Background: an optimization exercise with open tools, aiming at small area, a short achievable clock period and few clock cycles per item. Do not read the settings as production practice. In this exercise RTL edits were held to simulation tests only and were not proved equivalent to the original.

[flow/run.sh]
#!/bin/bash
# synth_recipe.tcl (not shown) runs the flow's synth.tcl, then flattens the netlist and writes it again
# the make line also repeats each setting of config.mk as NAME=value (left out here)
make -C /OpenROAD-flow-scripts/flow DESIGN_CONFIG=/design/flow/config.mk WORK_HOME=/design/flow/orfs CLKGATE_MAP_FILE= SYNTH_SCRIPT=/design/flow/synth_recipe.tcl finish
[flow/config.mk]
export PLATFORM = sky130hd
export DESIGN_NAME = three_fan_duty_ramp_unit
export DESIGN_NICKNAME = three_fan_duty_ramp_unit
export VERILOG_FILES = /design/flow/design.v
export SDC_FILE = /design/flow/constraint.sdc
export NUM_CORES = 4
export LEC_CHECK = 0
export CAP_MARGIN = 20
export CORE_MARGIN = 2
export CORE_UTILIZATION = 40
export PLACE_DENSITY = 0.6
export SLEW_MARGIN = 20
[flow/constraint.sdc]
create_clock -name core_clock -period 7.5 [get_ports {clk}]
set_input_delay 1.5000 -clock core_clock [delete_from_list [all_inputs] [get_ports {clk}]]
set_output_delay 1.5000 -clock core_clock [all_outputs]
set_load 0.01 [all_outputs]
[flow/design.v]
package tfdr_pkg;
  localparam logic [1:0] CMD_SET     = 2'd0;
  localparam logic [1:0] CMD_RESTART = 2'd1;
  localparam logic [1:0] CMD_TICK    = 2'd2;
  localparam int        FAN_COUNT   = 3;
  localparam logic [1:0] FAN_LIMIT  = 2'd3;
  localparam logic [15:0] PASSTHROUGH = 16'hFFFF;
  localparam logic [15:0] FAN0_RESET  = 16'h0020;
  localparam logic [16:0] ELAPSED_MAX = 17'h1FFFF;
  localparam logic [15:0] MOD321_RECIP = 16'd52266;
  localparam int          MOD321_SHIFT = 24;
  localparam logic [16:0] MOD321       = 17'd321;
  localparam int DIV_W     = 16;
  localparam int DIV_CNT_W = $clog2(DIV_W + 1);
  typedef struct packed {
    logic init;
    logic step;
  } div_ctrl_t;
  localparam int PC_W = 5;
  typedef logic [PC_W-1:0] pc_t;
  typedef enum logic [3:0] {
    OP_NOP,
    OP_MODQ,
    OP_WRITE,
    OP_LOAD,
    OP_MUL,
    OP_DINIT,
    OP_DSTEP,
    OP_STORE,
    OP_EMIT
  } op_t;
  typedef enum logic [2:0] {
    JMP_NEXT,
    JMP_ALWAYS,
    JMP_DISPATCH,
    JMP_DIV_LOOP,
    JMP_OUT_WAIT
  } jmp_t;
  typedef struct packed {
    op_t        op;
    logic [1:0] fan;
    jmp_t       jmp;
    pc_t        target;
  } uword_t;
  localparam pc_t PC_IDLE = 5'd0;
  localparam pc_t PC_SET  = 5'd1;
  localparam pc_t PC_TICK = 5'd3;
  localparam pc_t PC_LAST = 5'd18;
  function automatic uword_t ucode(pc_t pc);
    uword_t w;
    unique case (pc)
      5'd0:    w = {tfdr_pkg::OP_NOP,   2'd0, tfdr_pkg::JMP_DISPATCH, tfdr_pkg::PC_IDLE};
      5'd1:    w = {tfdr_pkg::OP_MODQ,  2'd0, tfdr_pkg::JMP_NEXT,     tfdr_pkg::PC_IDLE};
      5'd2:    w = {tfdr_pkg::OP_WRITE, 2'd0, tfdr_pkg::JMP_ALWAYS,   tfdr_pkg::PC_IDLE};
      5'd3:    w = {tfdr_pkg::OP_LOAD,  2'd0, tfdr_pkg::JMP_NEXT,     tfdr_pkg::PC_IDLE};
      5'd4:    w = {tfdr_pkg::OP_MUL,   2'd0, tfdr_pkg::JMP_NEXT,     tfdr_pkg::PC_IDLE};
      5'd5:    w = {tfdr_pkg::OP_DINIT, 2'd0, tfdr_pkg::JMP_NEXT,     tfdr_pkg::PC_IDLE};
      5'd6:    w = {tfdr_pkg::OP_DSTEP, 2'd0, tfdr_pkg::JMP_DIV_LOOP, pc};
      5'd7:    w = {tfdr_pkg::OP_STORE, 2'd0, tfdr_pkg::JMP_NEXT,     tfdr_pkg::PC_IDLE};
      5'd8:    w = {tfdr_pkg::OP_LOAD,  2'd1, tfdr_pkg::JMP_NEXT,     tfdr_pkg::PC_IDLE};
      5'd9:    w = {tfdr_pkg::OP_MUL,   2'd1, tfdr_pkg::JMP_NEXT,     tfdr_pkg::PC_IDLE};
      5'd10:   w = {tfdr_pkg::OP_DINIT, 2'd1, tfdr_pkg::JMP_NEXT,     tfdr_pkg::PC_IDLE};
      5'd11:   w = {tfdr_pkg::OP_DSTEP, 2'd1, tfdr_pkg::JMP_DIV_LOOP, pc};
      5'd12:   w = {tfdr_pkg::OP_STORE, 2'd1, tfdr_pkg::JMP_NEXT,     tfdr_pkg::PC_IDLE};
      5'd13:   w = {tfdr_pkg::OP_LOAD,  2'd2, tfdr_pkg::JMP_NEXT,     tfdr_pkg::PC_IDLE};
      5'd14:   w = {tfdr_pkg::OP_MUL,   2'd2, tfdr_pkg::JMP_NEXT,     tfdr_pkg::PC_IDLE};
      5'd15:   w = {tfdr_pkg::OP_DINIT, 2'd2, tfdr_pkg::JMP_NEXT,     tfdr_pkg::PC_IDLE};
      5'd16:   w = {tfdr_pkg::OP_DSTEP, 2'd2, tfdr_pkg::JMP_DIV_LOOP, pc};
      5'd17:   w = {tfdr_pkg::OP_STORE, 2'd2, tfdr_pkg::JMP_NEXT,     tfdr_pkg::PC_IDLE};
      5'd18:   w = {tfdr_pkg::OP_EMIT,  2'd0, tfdr_pkg::JMP_OUT_WAIT, tfdr_pkg::PC_IDLE};
      default: w = {tfdr_pkg::OP_NOP,   2'd0, tfdr_pkg::JMP_ALWAYS,   tfdr_pkg::PC_IDLE};
    endcase
    ucode = w;
  endfunction
endpackage
module tfdr_divider (
  input  logic                              clk,
  input  logic                              rst,
  input  tfdr_pkg::div_ctrl_t               ctrl,
  input  logic [2*tfdr_pkg::DIV_W-1:0]      dividend,
  input  logic [tfdr_pkg::DIV_W-1:0]        divisor,
  output logic [tfdr_pkg::DIV_W-1:0]        quotient,
  output logic                              last
);
  localparam int W = tfdr_pkg::DIV_W;
  logic [W-1:0]                   rem;
  logic [W-1:0]                   quo;
  logic [tfdr_pkg::DIV_CNT_W-1:0] cnt;
  logic [W:0]                     trial;
  assign trial = {rem, quo[W-1]} - {1'b0, divisor};
  always_ff @(posedge clk) begin
    if (rst) begin
      cnt <= '0;
    end else if (ctrl.init) begin
      cnt <= tfdr_pkg::DIV_CNT_W'(W);
    end else if (ctrl.step && cnt != '0) begin
      cnt <= cnt - 1'b1;
    end
  end
  always_ff @(posedge clk) begin
    if (ctrl.init) begin
      rem <= dividend[2*W-1:W];
      quo <= dividend[W-1:0];
    end else if (ctrl.step) begin
      if (!trial[W]) begin
        rem <= trial[W-1:0];
      end else begin
        rem <= {rem[W-2:0], quo[W-1]};
      end
      quo <= {quo[W-2:0], ~trial[W]};
    end
  end
  assign quotient = quo;
  assign last     = (cnt == tfdr_pkg::DIV_CNT_W'(1));
endmodule
module three_fan_duty_ramp_unit (
  input  logic        clk,
  input  logic        rst,
  input  logic        cfg_we,
  input  logic [15:0] cfg_data,
  input  logic        s_tvalid,
  output logic        s_tready,
  input  logic [15:0] s_tdata,    
  input  logic [3:0]  s_tuser,    
  output logic        m_tvalid,
  input  logic        m_tready,
  output logic [31:0] m_tdata,    
  output logic [1:0]  m_tuser     
);
  logic [15:0] dur;
  always_ff @(posedge clk) begin
    if (rst) begin
      dur <= '0;
    end else if (cfg_we) begin
      dur <= cfg_data;
    end
  end
  tfdr_pkg::pc_t    pc;
  tfdr_pkg::pc_t    pc_next;
  tfdr_pkg::uword_t uw;
  logic             in_acc;
  logic             out_free;
  logic [1:0]       cmd;
  logic [1:0]       fan_in;
  logic             div_last;
  assign uw       = tfdr_pkg::ucode(pc);
  assign cmd      = s_tuser[1:0];
  assign fan_in   = s_tuser[3:2];
  assign s_tready = (pc == tfdr_pkg::PC_IDLE);
  assign in_acc   = s_tvalid && s_tready;
  assign out_free = !m_tvalid || m_tready;
  always_comb begin
    pc_next = pc + 1'b1;
    unique case (uw.jmp)
      tfdr_pkg::JMP_NEXT: begin
        pc_next = pc + 1'b1;
      end
      tfdr_pkg::JMP_ALWAYS: begin
        pc_next = uw.target;
      end
      tfdr_pkg::JMP_DISPATCH: begin
        pc_next = uw.target;
        if (in_acc && cmd == tfdr_pkg::CMD_TICK) begin
          pc_next = tfdr_pkg::PC_TICK;
        end else if (in_acc && cmd == tfdr_pkg::CMD_SET && fan_in != tfdr_pkg::FAN_LIMIT) begin
          pc_next = tfdr_pkg::PC_SET;
        end
      end
      tfdr_pkg::JMP_DIV_LOOP: begin
        pc_next = div_last ? pc + 1'b1 : uw.target;
      end
      tfdr_pkg::JMP_OUT_WAIT: begin
        pc_next = out_free ? uw.target : pc;
      end
      default: begin
        pc_next = tfdr_pkg::PC_IDLE;
      end
    endcase
  end
  always_ff @(posedge clk) begin
    if (rst) begin
      pc <= tfdr_pkg::PC_IDLE;
    end else begin
      pc <= pc_next;
    end
  end
  logic                modq_en;
  logic                write_en;
  logic                load_en;
  logic                mul_en;
  logic                store_en;
  logic                emit_en;
  tfdr_pkg::div_ctrl_t div_ctrl;
  always_comb begin
    modq_en       = 1'b0;
    write_en      = 1'b0;
    load_en       = 1'b0;
    mul_en        = 1'b0;
    store_en      = 1'b0;
    emit_en       = 1'b0;
    div_ctrl      = '0;
    unique case (uw.op)
      tfdr_pkg::OP_NOP:   begin end
      tfdr_pkg::OP_MODQ:  modq_en       = 1'b1;
      tfdr_pkg::OP_WRITE: write_en      = 1'b1;
      tfdr_pkg::OP_LOAD:  load_en       = 1'b1;
      tfdr_pkg::OP_MUL:   mul_en        = 1'b1;
      tfdr_pkg::OP_DINIT: div_ctrl.init = 1'b1;
      tfdr_pkg::OP_DSTEP: div_ctrl.step = 1'b1;
      tfdr_pkg::OP_STORE: store_en      = 1'b1;
      tfdr_pkg::OP_EMIT:  emit_en       = out_free;
      default:            begin end
    endcase
  end
  logic [1:0]  fan_r;
  logic [15:0] speed_r;
  logic [16:0] elapsed;
  always_ff @(posedge clk) begin
    if (in_acc) begin
      fan_r   <= fan_in;
      speed_r <= s_tdata;
    end
  end
  always_ff @(posedge clk) begin
    if (rst) begin
      elapsed <= '0;
    end else if (in_acc && cmd == tfdr_pkg::CMD_RESTART) begin
      elapsed <= '0;
    end else if (in_acc && cmd == tfdr_pkg::CMD_TICK && elapsed != tfdr_pkg::ELAPSED_MAX) begin
      elapsed <= elapsed + 1'b1;
    end
  end
  logic [15:0] target   [tfdr_pkg::FAN_COUNT];
  logic [15:0] previous [tfdr_pkg::FAN_COUNT];
  logic [31:0] modq_prod;
  logic [7:0]  mod_q;
  logic [16:0] mod_rem;
  logic [15:0] wr_val;
  assign modq_prod = 32'(speed_r) * 32'(tfdr_pkg::MOD321_RECIP);
  always_ff @(posedge clk) begin
    if (modq_en) begin
      mod_q <= modq_prod[tfdr_pkg::MOD321_SHIFT +: 8];
    end
  end
  assign mod_rem = {1'b0, speed_r} - 17'(17'(mod_q) * tfdr_pkg::MOD321);
  always_comb begin
    if (fan_r == 2'd0) begin
      wr_val = {7'd0, mod_rem[8:0]};
    end else if (speed_r == tfdr_pkg::PASSTHROUGH) begin
      wr_val = tfdr_pkg::PASSTHROUGH;
    end else if (fan_r == 2'd1) begin
      wr_val = {8'd0, speed_r[7:0]};
    end else begin
      wr_val = {7'd0, mod_rem[8:0]};
    end
  end
  always_ff @(posedge clk) begin
    if (rst) begin
      target[0]   <= tfdr_pkg::FAN0_RESET;
      target[1]   <= tfdr_pkg::PASSTHROUGH;
      target[2]   <= tfdr_pkg::PASSTHROUGH;
      previous[0] <= tfdr_pkg::FAN0_RESET;
      previous[1] <= tfdr_pkg::PASSTHROUGH;
      previous[2] <= tfdr_pkg::PASSTHROUGH;
    end else if (write_en) begin
      previous[fan_r] <= target[fan_r];
      target[fan_r]   <= wr_val;
    end
  end
  logic [15:0]        rd_to;
  logic [15:0]        rd_from;
  logic signed [16:0] diff;
  logic [16:0]        diff_neg;
  logic               load_bypass;
  logic [15:0] op_to;
  logic [15:0] op_from;
  logic        op_neg;
  logic [15:0] op_mag;
  logic        op_bypass;
  logic [31:0] prod;
  logic [15:0] quo;
  assign rd_to       = target[uw.fan];
  assign rd_from     = previous[uw.fan];
  assign diff        = $signed({rd_to[15], rd_to}) - $signed({rd_from[15], rd_from});
  assign diff_neg    = 17'(-diff);
  assign load_bypass = (dur == '0) || (elapsed > {1'b0, dur});
  always_ff @(posedge clk) begin
    if (load_en) begin
      op_to     <= rd_to;
      op_from   <= rd_from;
      op_neg    <= diff[16];
      op_mag    <= diff[16] ? diff_neg[15:0] : diff[15:0];
      op_bypass <= load_bypass;
    end
  end
  always_ff @(posedge clk) begin
    if (mul_en) begin
      prod <= 32'(op_mag) * 32'(elapsed[15:0]);
    end
  end
  tfdr_divider u_div (
    .clk      (clk),
    .rst      (rst),
    .ctrl     (div_ctrl),
    .dividend (prod),
    .divisor  (dur),
    .quotient (quo),
    .last     (div_last)
  );
  logic [17:0] quo_x;
  logic [17:0] ramp;
  assign quo_x = {2'd0, quo};
  assign ramp  = op_bypass ? {{2{op_to[15]}}, op_to}
                           : {{2{op_from[15]}}, op_from} + (op_neg ? 18'(-quo_x) : quo_x);
  logic [9:0] duty0;
  logic [8:0] duty1;
  logic [9:0] duty2;
  always_ff @(posedge clk) begin
    if (store_en) begin
      case (uw.fan)
        2'd0:    duty0 <= ramp[9:0];
        2'd1:    duty1 <= ramp[8:0];
        default: duty2 <= ramp[9:0];
      endcase
    end
  end
  logic pass1;
  logic pass2;
  assign pass1 = (target[1] == tfdr_pkg::PASSTHROUGH);
  assign pass2 = (target[2] == tfdr_pkg::PASSTHROUGH);
  always_ff @(posedge clk) begin
    if (rst) begin
      m_tvalid <= 1'b0;
    end else if (emit_en) begin
      m_tvalid <= 1'b1;
    end else if (m_tready) begin
      m_tvalid <= 1'b0;
    end
  end
  always_ff @(posedge clk) begin
    if (emit_en) begin
      m_tdata <= {3'd0, pass2 ? 10'd0 : duty2, pass1 ? 9'd0 : duty1, duty0};
      m_tuser <= {pass2, pass1};
    end
  end
endmodule
==> notes.md <==
[logic make-up after synthesis]
family	Yosys count
xor+xnor	110
other cells	1
fa+ha+maj	575
buf+inv	517
simple gates	824
mux	59
flops	314
compound gates	308
[path summary, 6_finish.rpt]
path | cells after the start | to | startpoint
worst min-delay path | 0 | m_tdata[2] | duty0[2]
worst max register to register | 20 | prod[24] | elapsed[3]
worst max-delay path | 20 | prod[24] | elapsed[3]
worst min register to register | 0 | m_tdata[2] | duty0[2]
[cell type report]
type                            count  share of cell area (%)
Inverter                          416                    5.04
Clock buffer                       50                    3.48
Timing Repair Buffer               97                    3.15
Tap cell                          931                    3.76
Multi-Input combinational cell   1882                    54.7
Clock inverter                     22                   0.925
Sequential cell                   314                    29.0
[layout by cell type, fill, tap and decap left out, types with 54 or more instances in the layout]
cell             netlist  routed
xnor2_1               66      66
edfxtp_1             268     268
and2_1               141     141
inv_1                412     412
nor2_1               123     120
nand2_1              325     325
a21oi_1               80      79
o21ai_0               54      54
fa_1                 249     249
clkdlybuf4s50_1        0      73
ha_1                 326     326
[sequential cells by signal, indices dropped and copies added, names as in the netlist, 16 cells and up, named ones only]
signal	count
elapsed	17
speed_r	16
u_div.rem	16
u_div.quo	16
previous	40
dur	16
op_mag	16
target	40
m_tdata	29
prod	32
[worst max-delay path, stage by stage (launching register included)]
cell     delay, ns
dfxtp_1       0.90
nand2_1       0.16
fa_1          0.49
fa_1          0.59
fa_1          0.45
fa_1          0.54
inv_1         0.05
fa_1          0.48
inv_1         0.05
fa_1          0.48
inv_1         0.05
ha_1          0.36
and3_1        0.22
and3_1        0.22
and2_1        0.16
o311a_1       0.13
or3_1         0.40
nand2_1       0.16
o21ai_1       0.12
or4b_1        0.47
nand3_1       0.09
[routing by layer]
metal  vias up  GRT usage [%]
met4         2           5.03
met2       424           29.7
li1       9046              -
met5         -              0
met1      9240           25.0
met3        98           2.85
[power breakdown]
part           switching, mW  internal (mW)  total (mW)
Sequential            0.0422           1.95        2.00
Combinational          0.890          0.719        1.61
Clock                  0.768           1.20        1.97
Total                   1.70           3.87        5.57
[stage by stage]
| stage | setup slack, ns | hold slack, ns | area (um^2) | std cells |
|---|---|---|---|---|
| after global routing | 0.472 | 0.422 | 31000 | 3712 |
| after detailed placement | 0.808 | 0.406 | 29500 | 3637 |
| after floorplan | 1.21 | 0.400 | 27800 | 2713 |
| after CTS | 0.786 | 0.416 | 30900 | 3709 |
| after global placement | 0.906 | 0.401 | 29500 | 3636 |
| final | 0.790 | 0.411 | 31000 | 3712 |
==> flow_summary.json <==
{
  "hold_viol_final": 0,
  "syn_inst": 2708,
  "fill_cells": 6455,
  "power_mw": 5.57,
  "htreeDepth": 2,
  "synth_adder_area_share_pct": 32.6,
  "synth_top_family_by_area": "adder cells",
  "crit_fanout": 22,
  "startpoint_type": "flip-flop",
  "die_w_um": 268,
  "skew_ns": 0.0160,
  "drtIter0Drc": 1112,
  "area_growth_pct": 11.3,
  "rsz0062_at_grt": "false",
  "yosys.area_share.xor_xnor_pct": 3.46,
  "port_buffers": 73,
  "wl_per_cell_um": 17.0,
  "cts_setup_buffers": 0,
  "cp-end-kind": "flip-flop",
  "highest_layer": "met5",
  "p_leak_nw": 13.8,
  "finalWeightedCongestion": 0.874,
  "antenna_cells": 0,
  "synth.avg_cell_area_um2": 10.3,
  "die-height_um": 268,
  "fin_nets": 3366,
  "routed_wl_mm": 63.1,
  "multi_input_area_um2": 16900,
  "ctsRootBufferMaster": "clkbuf_16",
  "dieArea_um2": 71700,
  "pin_count": 77,
  "drv_slew": 0,
  "yosysMostFrequentCell": "inv_1",
  "synth_top_cells_by_count": "inv_1, ha_1, nand2_1",
  "crit_arrival_ns": 7.14,
  "synth_top_area_cell": "edfxtp_1",
  "cts_tree": "done",
  "cts_num_sinks": 314,
  "grt_pass1_vias": 19524,
  "grt_pass1_wl_mm": 103,
  "synth-compound-area-share_pct": 7.21,
  "path_class": "flip-flop to flip-flop",
  "timing.fmax_mhz": 149,
  "wl_met2_mm": 28.9,
  "seq_area_um2": 8970,
  "antenna_found_initial": 1,
  "grt_usage_pct": 18.1,
  "drc": 0,
  "synth-async-reset-ratio_pct": 0,
  "clockBufferDepth": 3,
  "core_um2": 68700,
  "clk_pin_slew_ns": 0.06,
  "ys_types": 93,
  "rows": 96,
  "grt_overflow": 0,
  "tightest_slew_ns": 1.09,
  "status": "timing/DRC/antenna clean",
  "ys_warn_count": 2,
  "slew_headroom_pct": 27.0,
  "finalSetupTns_ns": 0,
  "setup_viol_count_final": 0,
  "insertion_delay_ns": 0.57,
  "start_util_pct": 40.5,
  "synth_seq_area_share_pct": 32.2,
  "fin_crit_sh_pct": 89.5,
  "wl_met1_mm": 29.7,
  "synth_seq_cells": 314,
  "yosysTopAreaCellShare_pct": 28.9,
  "synth_area_um2": 27800,
  "maxCapViolCount": 0,
  "p_per_area_nw_per_um2": 180,
  "synth-main-ff-cell": "edfxtp_1",
  "r2r_setup_slack_ns": 0.79,
  "synthMuxAreaShare_pct": 2.59,
  "fin_crit_ns": 6.71,
  "numCtsBuffers": 39,
  "grt_max_degree": 50,
  "hold_buffers": 0,
  "antenna_left": 0,
  "hold_class": "flip-flop to flip-flop",
  "cts_resized": 0,
  "netlist_top_cells_area": "edfxtp_1, fa_1, ha_1",
  "synth-simple-area-share_pct": 14.7,
  "synth_edf_count": 268,
  "vdd_drop_max_uv": 196,
  "via_count": 18810,
  "met3WireLength_mm": 3.04,
  "post-dp-hpwl_mm": 49.5,
  "layout-drive-gt1-share_pct": 4.96,
  "cp.required_ns": 7.93,
  "drt-pass1-iter-count": 5,
  "final_util_pct": 45.1,
  "via_per_inst": 5.07
}
Testbench counts, summed over its fixed seeds: cycles 167,922, items 2,684.

-- re-timing with driven ports --
The flow's constraints put no driver on any port. The routed layout listed below was extracted and timed again, unchanged, in two steps. Step 1: set_driving_cell puts a clkbuf_16 on clk and a buf_2 on each other input, an assumption about the parent block. Step 2, shift: input delay + t, output delay - t, t = (earliest + latest rising clock arrival at the registers) / 2. This alone moves slack from input paths to output paths. Three values: no drivers, after step 1, after step 2; two values: the first two.
shift t [ns]: 0.618
setup WS [ns]: 0.790 / 0.790 / 0.790
worst hold slack (ns): 0.411 / 0.411 / 0.411
clock arrival spread, ns: 0.018 / 0.018
worst register clock-pin slew, ns: 0.06 / 0.06
After both steps this run still meets setup and hold. The setup slack of this run moves by 0.000 ns with the drivers and by 0.000 ns with both steps.
